Source: an optimization exercise on an open RTL-to-GDS flow (aim: small area and a short achievable clock period). Production flows keep margins and buffers that such runs may drop.
No run shown here included a check of the RTL's function; only the layout flow was run.
The flow treats the clock pin as an ideal source, which a real chip does not have.
No activity file was given, so power comes from the tool's default toggle rates.

==> flow/design.v, too long to show whole: its modules and the start of the top module <==
// module mult_28_pipe: 1646 lines
module mult_28_pipe #(
    parameter int          LOGQ  = 28,
    parameter int unsigned PRIME = 32'h0FFF_0001,
    parameter int          TAGW  = 8
) (
    input  logic                CLK,
    input  logic                RSTN,
    input  logic                EN,
    input  logic                IN_VALID,
    input  logic [LOGQ-1:0]     A,
    input  logic [LOGQ-1:0]     B,
    input  logic [TAGW-1:0]     IN_TAG,
    output logic                OUT_VALID,
    output logic [2*LOGQ-1:0]   PROD,
    output logic [TAGW-1:0]     OUT_TAG,
    output logic                BUSY,
    output logic                RANGE_ERR
);
  // ...
==> flow/flow/run.sh <==
#!/bin/bash
# Own layout flow: the standard flow (standard.sh), except that synthesis
# runs ORFS's synth.tcl with Yosys's "synth -run fine:" given -noabc, so the
# generic ABC pass does not restructure the carry-save adders before
# extract_fa maps them onto full-adder cells (it otherwise leaves an inverter
# on many adder-to-adder nets). Port buffers are plain buf_1 cells instead of
# delay buffers, and clock tree synthesis adds no dummy loads and builds the
# tree from clkbuf_4. Gate resizing may change a cell's footprint
# (MATCH_CELL_FOOTPRINT=0). Everything else is the standard flow.
set -euo pipefail
here=$(pwd)
# Modified copy of ORFS's synth.tcl
sed 's/synth -top $::env(DESIGN_NAME) -run fine: {\*}$synth_full_args/synth -top $::env(DESIGN_NAME) -run fine: -noabc {*}$synth_full_args/' \
    "$FLOW_HOME/scripts/synth.tcl" > "$here/flow_synth.tcl"
grep -q -- '-run fine: -noabc' "$here/flow_synth.tcl"
# synth_recipe.tcl with the modified synth.tcl in place of ORFS's
sed "s#source \$::env(SCRIPTS_DIR)/synth.tcl#source $here/flow_synth.tcl#" \
    "$here/synth_recipe.tcl" > "$here/flow_synth_recipe.tcl"
grep -q "flow_synth.tcl" "$here/flow_synth_recipe.tcl"
# standard.sh with that synthesis script
sed -e "s#SYNTH_SCRIPT=$here/synth_recipe.tcl#SYNTH_SCRIPT=$here/flow_synth_recipe.tcl#" \
    -e "s#CLKGATE_MAP_FILE= #CLKGATE_MAP_FILE= MATCH_CELL_FOOTPRINT=0 #" \
    "$here/standard.sh" > "$here/flow_standard.sh"
grep -q "flow_synth_recipe.tcl" "$here/flow_standard.sh"
grep -q "MATCH_CELL_FOOTPRINT=0" "$here/flow_standard.sh"
export BUFFER_PORTS_ARGS="-buffer_cell sky130_fd_sc_hd__buf_1"
export CTS_ARGS="-sink_clustering_enable -repair_clock_nets -dont_use_dummy_load -buf_list {sky130_fd_sc_hd__clkbuf_4}"
bash "$here/flow_standard.sh" > "$here/flow_make.log" 2>&1
==> flow/standard.sh <==
#!/bin/bash
# synth_recipe.tcl (not shown) runs the flow's synth.tcl, then flattens the netlist and writes it again
# the make line also repeats each setting of config.mk as NAME=value (left out here)
make -C /OpenROAD-flow-scripts/flow DESIGN_CONFIG=/design/flow/config.mk WORK_HOME=/design/flow/orfs CLKGATE_MAP_FILE= SYNTH_SCRIPT=/design/flow/synth_recipe.tcl "${@:-finish}"
==> flow/config.mk <==
export PLATFORM = sky130hd
export DESIGN_NAME = mult_28_pipe
export DESIGN_NICKNAME = mult_28_pipe
export VERILOG_FILES = /design/flow/design.v
export SDC_FILE = /design/flow/constraint.sdc
export NUM_CORES = 4
export LEC_CHECK = 0
export ABC_AREA = 1
export CAP_MARGIN = 20
export CORE_MARGIN = 2
export CORE_UTILIZATION = 40
export SETUP_SLACK_MARGIN = 3.0
export SLEW_MARGIN = 20
==> flow/constraint.sdc <==
create_clock -name core_clock -period 6.5 [get_ports {CLK}]
set_input_delay 1.3000 -clock core_clock [delete_from_list [all_inputs] [get_ports {CLK}]]
set_output_delay 1.3000 -clock core_clock [all_outputs]
set_load 0.01 [all_outputs]
==> flow_metrics.tcl, run 1 <==
set metrics [dict create \
    flops_and_latches 328 \
    die_w_um 267 \
    diodes 2 \
    clock_buffers 96 \
    largest_register_ffs 140 \
    pin_count 135 \
    routed.top_layer "met5" \
    final-clk-cell-share_pct 2.35 \
    ys_ff_latch 328 \
    netlist-cell-type-count 46 \
    die_h_um 267 \
    core-area_um2 68700 \
    top_register "r2_q" \
    fin_nets 3287 \
    grt_pass1_vias 22900 \
    overflow 0 \
    routed_wl_um 105000 \
    multiInputGateArea_um2 16100 \
    cpMaxStageDelayCell "a221oi_1" \
    maxSlewHeadroom_pct 21.3 \
    muxShareOfSynthArea_pct 0 \
    gp_congestion 0.947 \
    reg2reg_from "d_m2[4]" \
    status "finished clean" \
    fin_tns_setup_ns 0 \
    critPathTopFamily "adder cells" \
    wl_met3_um 15400 \
    synth_fp_nets 3155 \
    clk-power_mw 1.45 \
    antenna_found_initial 1 \
    hold_violations 0 \
    n_all_inverters 316 \
    power_density_nw_per_um2 535 \
    finalSetupViolations 0 \
    fmax_mhz 280 \
]
==> inputs of run 2 (changes only) <==
--- a/flow/flow/run.sh
+++ b/flow/flow/run.sh
@@ -1,12 +1,4 @@
 #!/bin/bash
-# Own layout flow: the standard flow (standard.sh), except that synthesis
-# runs ORFS's synth.tcl with Yosys's "synth -run fine:" given -noabc, so the
-# generic ABC pass does not restructure the carry-save adders before
-# extract_fa maps them onto full-adder cells (it otherwise leaves an inverter
-# on many adder-to-adder nets). Port buffers are plain buf_1 cells instead of
-# delay buffers, and clock tree synthesis adds no dummy loads and builds the
-# tree from clkbuf_4. Gate resizing may change a cell's footprint
-# (MATCH_CELL_FOOTPRINT=0). Everything else is the standard flow.
 set -euo pipefail
 here=$(pwd)
 # Modified copy of ORFS's synth.tcl
@@ -25,4 +17,8 @@
 grep -q "MATCH_CELL_FOOTPRINT=0" "$here/flow_standard.sh"
 export BUFFER_PORTS_ARGS="-buffer_cell sky130_fd_sc_hd__buf_1"
 export CTS_ARGS="-sink_clustering_enable -repair_clock_nets -dont_use_dummy_load -buf_list {sky130_fd_sc_hd__clkbuf_4}"
+bash "$here/flow_standard.sh" cts > "$here/flow_make_cts.log" 2>&1
+RES="$here/orfs/results/sky130hd/mult_28_pipe/base" PLATFORM_DIR="$FLOW_HOME/platforms/sky130hd" \
+SKEW_CELL2=sky130_fd_sc_hd__clkdlybuf4s18_1 SKEW_CELL3=sky130_fd_sc_hd__clkdlybuf4s50_1 \
+    openroad -no_init -exit "$here/flow/skew.tcl" > "$here/flow_skew.log" 2>&1
 bash "$here/flow_standard.sh" > "$here/flow_make.log" 2>&1
==> flow/flow/skew.tcl (new file) <==
set R $::env(RES)
set P $::env(PLATFORM_DIR)
read_lef $P/lef/sky130_fd_sc_hd.tlef
read_lef $P/lef/sky130_fd_sc_hd_merged.lef
read_liberty $P/lib/sky130_fd_sc_hd__tt_025C_1v80.lib
read_db $R/4_cts.odb
read_sdc $R/4_cts.sdc
source $P/setRC.tcl
set_propagated_clock [all_clocks]
estimate_parasitics -placement
report_worst_slack -max
set block [ord::get_db_block]
set groups [list [list r2_q $::env(SKEW_CELL2)] [list r_p3 $::env(SKEW_CELL3)]]
set n 0
set leafnets {}
foreach net [$block getNets] {
  if {[$net getSigType] ne "CLOCK"} continue
  lappend leafnets [$net getName]
}
# Per leaf clock net and per group: if the group owns every sink of the net,
# the delay cell goes on the input of the net's leaf buffer (the leaf buffer
# still drives the sinks); otherwise the group's sinks get a clkbuf_4 of their
# own, with the delay cell on its input.
foreach nname $leafnets {
  set allpins {}
  foreach pin [get_pins -quiet -of_objects [get_nets $nname]] {
    if {[get_property $pin direction] eq "input"} { lappend allpins $pin }
  }
  set drvpin ""
  foreach pin [get_pins -quiet -of_objects [get_nets $nname]] {
    if {[get_property $pin direction] eq "output"} { set drvpin $pin }
  }
  if {$drvpin eq ""} continue
  foreach g $groups {
    lassign $g prefix cell
    if {$cell eq "none"} continue
    set pins {}
    set xs 0.0; set ys 0.0
    foreach pin $allpins {
      set pname [get_full_name $pin]
      if {[string first $prefix $pname] == 0 && [string match "*/CLK" $pname]} {
        lappend pins $pin
        set loc [sta::pin_location $pin]
        set xs [expr {$xs + 1e6 * [lindex $loc 0]}]; set ys [expr {$ys + 1e6 * [lindex $loc 1]}]
      }
    }
    if {[llength $pins] == 0} continue
    set k [llength $pins]
    set x [expr {$xs / $k}]; set y [expr {$ys / $k}]
    if {$k == [llength $allpins]} {
      # the leaf buffer's input
      set lb [get_full_name [get_cells -of_objects $drvpin]]
      set lbin [get_pins $lb/A]
      set loc [sta::pin_location $lbin]
      set innet [get_full_name [get_nets -of_objects $lbin]]
      insert_buffer -buffer_cell $cell -net $innet -load_pins [list $lbin] -location [list [expr {1e6*[lindex $loc 0]}] [expr {1e6*[lindex $loc 1]}]] -buffer_name skew_${prefix}_$n
    } else {
      insert_buffer -buffer_cell sky130_fd_sc_hd__clkbuf_4 -net $nname -load_pins $pins -location [list $x $y] -buffer_name skewb_${prefix}_$n
      set bin [get_pins skewb_${prefix}_$n/A]
      insert_buffer -buffer_cell $cell -net $nname -load_pins [list $bin] -location [list $x $y] -buffer_name skew_${prefix}_$n
    }
    incr n
  }
}
puts "skew buffers inserted: $n"
# new nets carry the clock
foreach net [$block getNets] {
  set drv [$net getFirstOutput]
  if {$drv ne "NULL" && $drv ne "" && [string match "skew_*" [[$drv getInst] getName]]} { $net setSigType CLOCK }
}
detailed_placement
check_placement
estimate_parasitics -placement
report_worst_slack -max
report_worst_slack -min
write_db $R/4_cts.odb
==> run 2 against run 1 <==
Net effect: sequential cell count unchanged; combinational power about the same; clock skew increased by 0.29 ns; setup slack improved by 0.082 ns; clock-buffer cell count increased by 73; clock power increased by 46%; synthesized area unchanged; non-clock buffer count decreased by 36; cell count increased by 0.79%; first-iteration DRC count decreased by 4.7%; die area unchanged.
==> flow_metrics.tcl, run 2 <==
set metrics [dict create \
    root_buffer "clkbuf_4" \
    yosysWarningCount 1 \
    path_cells "clkinvlp_2, o22ai_1, a221oi_1, xor2_1, fa_1, fa_1, fa_1" \
    gp_congestion 0.947 \
    leakage_nw 12.4 \
    yosysMostFrequentCell "nand2_1" \
    synth_async_sr_flop_share_pct 1.22 \
    grt_max_degree 157 \
    synth_edf_count 324 \
    ys_ff_latch 328 \
    final_cell_mix "nand2_1, edfxtp_1, xor2_1" \
    timing.rr.end "r2_q[82]" \
    core-area_um2 68700 \
    maxSlewViolCount 0 \
    vias_per_cell 6.26 \
    final_common_cell "nand2_1" \
    fin_nets 3316 \
    grt_pass1_wl_um 151000 \
    clock_latency_ns 1.32 \
    cts_tree "built" \
    fin_tns_setup_ns 0 \
    vias 23800 \
    status "finished clean" \
    syn_inst 2713 \
    hpwl_um 69000 \
    initial_core_util_pct 40.4 \
    fmax_mhz 287 \
    firstDrtPassIters 8 \
    cp_data_arrival_time_ns 4.22 \
    maxCapViolations 0 \
    drive_gt1_share_pct 11.7 \
    hold_violations 0 \
    cts_sinks 328 \
    drtIter0Drc 3191 \
    drc_errors 0 \
    maxSlewHeadroom_pct 26.1 \
    routed_wl_um 105000 \
    largestRegisters "r2_q x140, r_p3 x56, a3 x30" \
    ir_drop_mv 0.460 \
    cts_buffers 96 \
    critPathMaxStageDelay_ns 0.70 \
    hold_class "reg -> reg" \
    portBuffers 134 \
    ys.flop_type "edfxtp_1" \
    top_register "r2_q" \
    ant_nets 0 \
    dpl_cell_area_um2 28800 \
    std_cell_rows 96 \
    cpMostUsedCell "fa_1" \
    tightest_slew_ns 1.11 \
    path_buf_inv 1 \
    critPathTopFamily "adder cells" \
    cp_data_required_time_ns 7.24 \
    synth_fp_nets 3155 \
    holdCritStartpoint "r2_q[6]" \
    htreeDepth 3 \
    hold_depth 1 \
    detail_route.wl_per_cell_um 27.6 \
    worst_slack_ns 3.02 \
    grtUsageTotal_pct 29.0 \
    overflow 0 \
    cp-end-kind "flip-flop" \
    finalSetupViolations 0 \
    reg2reg_slack_ns 3.02 \
    synth_common_cells "nand2_1, edfxtp_1, xor2_1" \
    power_density_nw_per_um2 542 \
    cp_max_fo 11 \
    clockBufferDepth 3 \
    fin_crit_sh_pct 53.6 \
    die_area_um2 71500 \
    antenna_found_initial 2 \
    rsz0062_at_grt "true" \
    reg2reg_from "a1[25]" \
    netlist-cell-type-count 46 \
    rr_worst_depth 7 \
    cpMaxStageDelayCell "edfxtp_1" \
    fillers 6597 \
    grt_pass1_vias 23500 \
    syn_area_um2 27800 \
    die_w_um 267 \
    cts.clk_slew.worst_paths_ns 0.06 \
    dp_slack_ns 2.40 \
    final_core_util_pct 44.8 \
    avgSynthCellArea_um2 10.2 \
    synth.area.top_cells "edfxtp_1, fa_1, xor2_1" \
    worstHoldEndpoint "r_p3[5]" \
    design_area_um2 30800 \
    period_minus_slack_ns 3.48 \
    pin_count 135 \
    clock_skew_ns 0.374 \
    largest_register_ffs 140 \
    path_class "reg -> reg" \
    synth-seq-area-share_pct 35.4 \
    die_h_um 267 \
    yosys.area.top_type "edfxtp_1" \
    synth_top_area_share_pct 35.1 \
    start_kind "flip-flop" \
    syn_to_final_growth_pct 10.9 \
]
[run 2: cell types whose count changed in the layout (fill, tap and decap cells not counted), sizes merged]
| cell | delta |
|---|---|
| buf | -36 |
| clkbuf | +44 |
| clkdlybuf4s18 | +24 |
| clkdlybuf4s50 | +5 |
| clkinv | +1 |
| clkinvlp | -8 |
| diode | +1 |
| inv | -1 |
[run 2: per-stage QoR]
stage	std cells	power [mW]	hold WS (ns)
2_1_floorplan	2713	11.3	0.400
3_3_place_gp	3579	13.7	0.401
3_5_place_dp	3583	14.0	0.406
4_1_cts	3727	16.0	0.200
5_1_grt	3805	18.4	0.254
6_report	3806	16.7	0.255
[run 2: cells by family after synthesis]
kind of cell | share of synthesized area, %
flops | 35.4
buf+inv | 7.37
xor+xnor | 9.50
compound gates | 16.8
simple gates | 8.16
fa+ha+maj | 22.8
[run 2: cell type report]
cell class | count | area, um^2 | share of cell area [%]
Clock buffer | 169 | 1340 | 4.36
Antenna cell | 3 | 7.51 | 0.0244
Timing Repair Buffer | 198 | 1090 | 3.55
Sequential cell | 328 | 9830 | 31.9
Multi-Input combinational cell | 1869 | 16000 | 52.0
Inverter | 290 | 1230 | 3.98
Timing Repair inverter | 18 | 115 | 0.374
Tap cell | 931 | 1160 | 3.78
[run 2: power by group]
group / internal (mW) / switching, mW
logic: 3.95 / 6.43
clock network: 1.19 / 0.920
registers: 3.75 / 0.448
total: 8.89 / 7.80
[run 2: how the worst max path moves through the flow]
stage                         from        to  slack (ns)  depth (start not counted)
after floorplan               A[0]    a3[18]        3.19                         11
after global placement     d_m1[7]  r2_q[91]        2.43                          7
after detailed placement   d_m1[7]  r2_q[91]        2.40                          7
after CTS                  d_m2[6]  r2_q[91]        2.95                          7
after global routing      r2_q[75]  r_p3[55]        2.97                         13
final                       a1[25]  r2_q[82]        3.02                          7
[run 2: timing repair]
action | 4_1_cts | 5_1_grt
setup endpoints to repair | 82 | 16
hold buffers | 0 | 0
resized for setup | 65 | 15
setup buffers | 30 | 2
cloned | 18 | 1
pin swaps | 1 | 1
[run 2: metal layers]
| metal | routed length (um) | vias to the layer above | global-route usage [%] |
|---|---|---|---|
| met3 | 14800 | 436 | 12.1 |
| met5 | 0 | - | 0 |
| met4 | 5510 | 0 | 13.5 |
| met1 | 41000 | 11500 | 37.8 |
| li1 | - | 10000 | - |
| met2 | 43500 | 1810 | 41.5 |

port drivers added, routing unchanged:
In the flow no input, the clock included, has a driving cell. The finished layouts below were timed again as built, in two steps. Step 1 (the two cells are an assumption about what drives the block):
set clk [get_ports {CLK}]
set_driving_cell -lib_cell sky130_fd_sc_hd__clkbuf_16 $clk
set_driving_cell -lib_cell sky130_fd_sc_hd__buf_2 [delete_from_list [all_inputs] $clk]
Step 2, shift: input delay + t, output delay - t, t = (earliest + latest rising clock arrival at the registers) / 2. This alone moves slack from input paths to output paths. Three values: ideal ports, drivers, drivers and shift; two values: the first two.
| run | t (ns) | setup WS [ns] | worst hold slack (ns) | worst setup path after step 2 | latest minus earliest clock arrival (ns) | worst register clock-pin slew, ns |
|---|---|---|---|---|---|---|
| run 1 | 0.891 | 2.935 / 2.935 / 2.518 | 0.269 / 0.243 / 0.404 | input to register | 0.087 / 0.087 | 0.07 / 0.07 |
| run 2 | 1.121 | 3.016 / 3.016 / 2.297 | 0.255 / 0.242 / 0.255 | input to register | 0.533 / 0.533 | 0.07 / 0.07 |
In run 2 the clock reaches the registers at very different times; t lies between them, and the last value is a rough guide only. For run 2, which loses most, drivers alone change the setup slack by 0.000 ns; drivers and shift together by -0.719 ns.
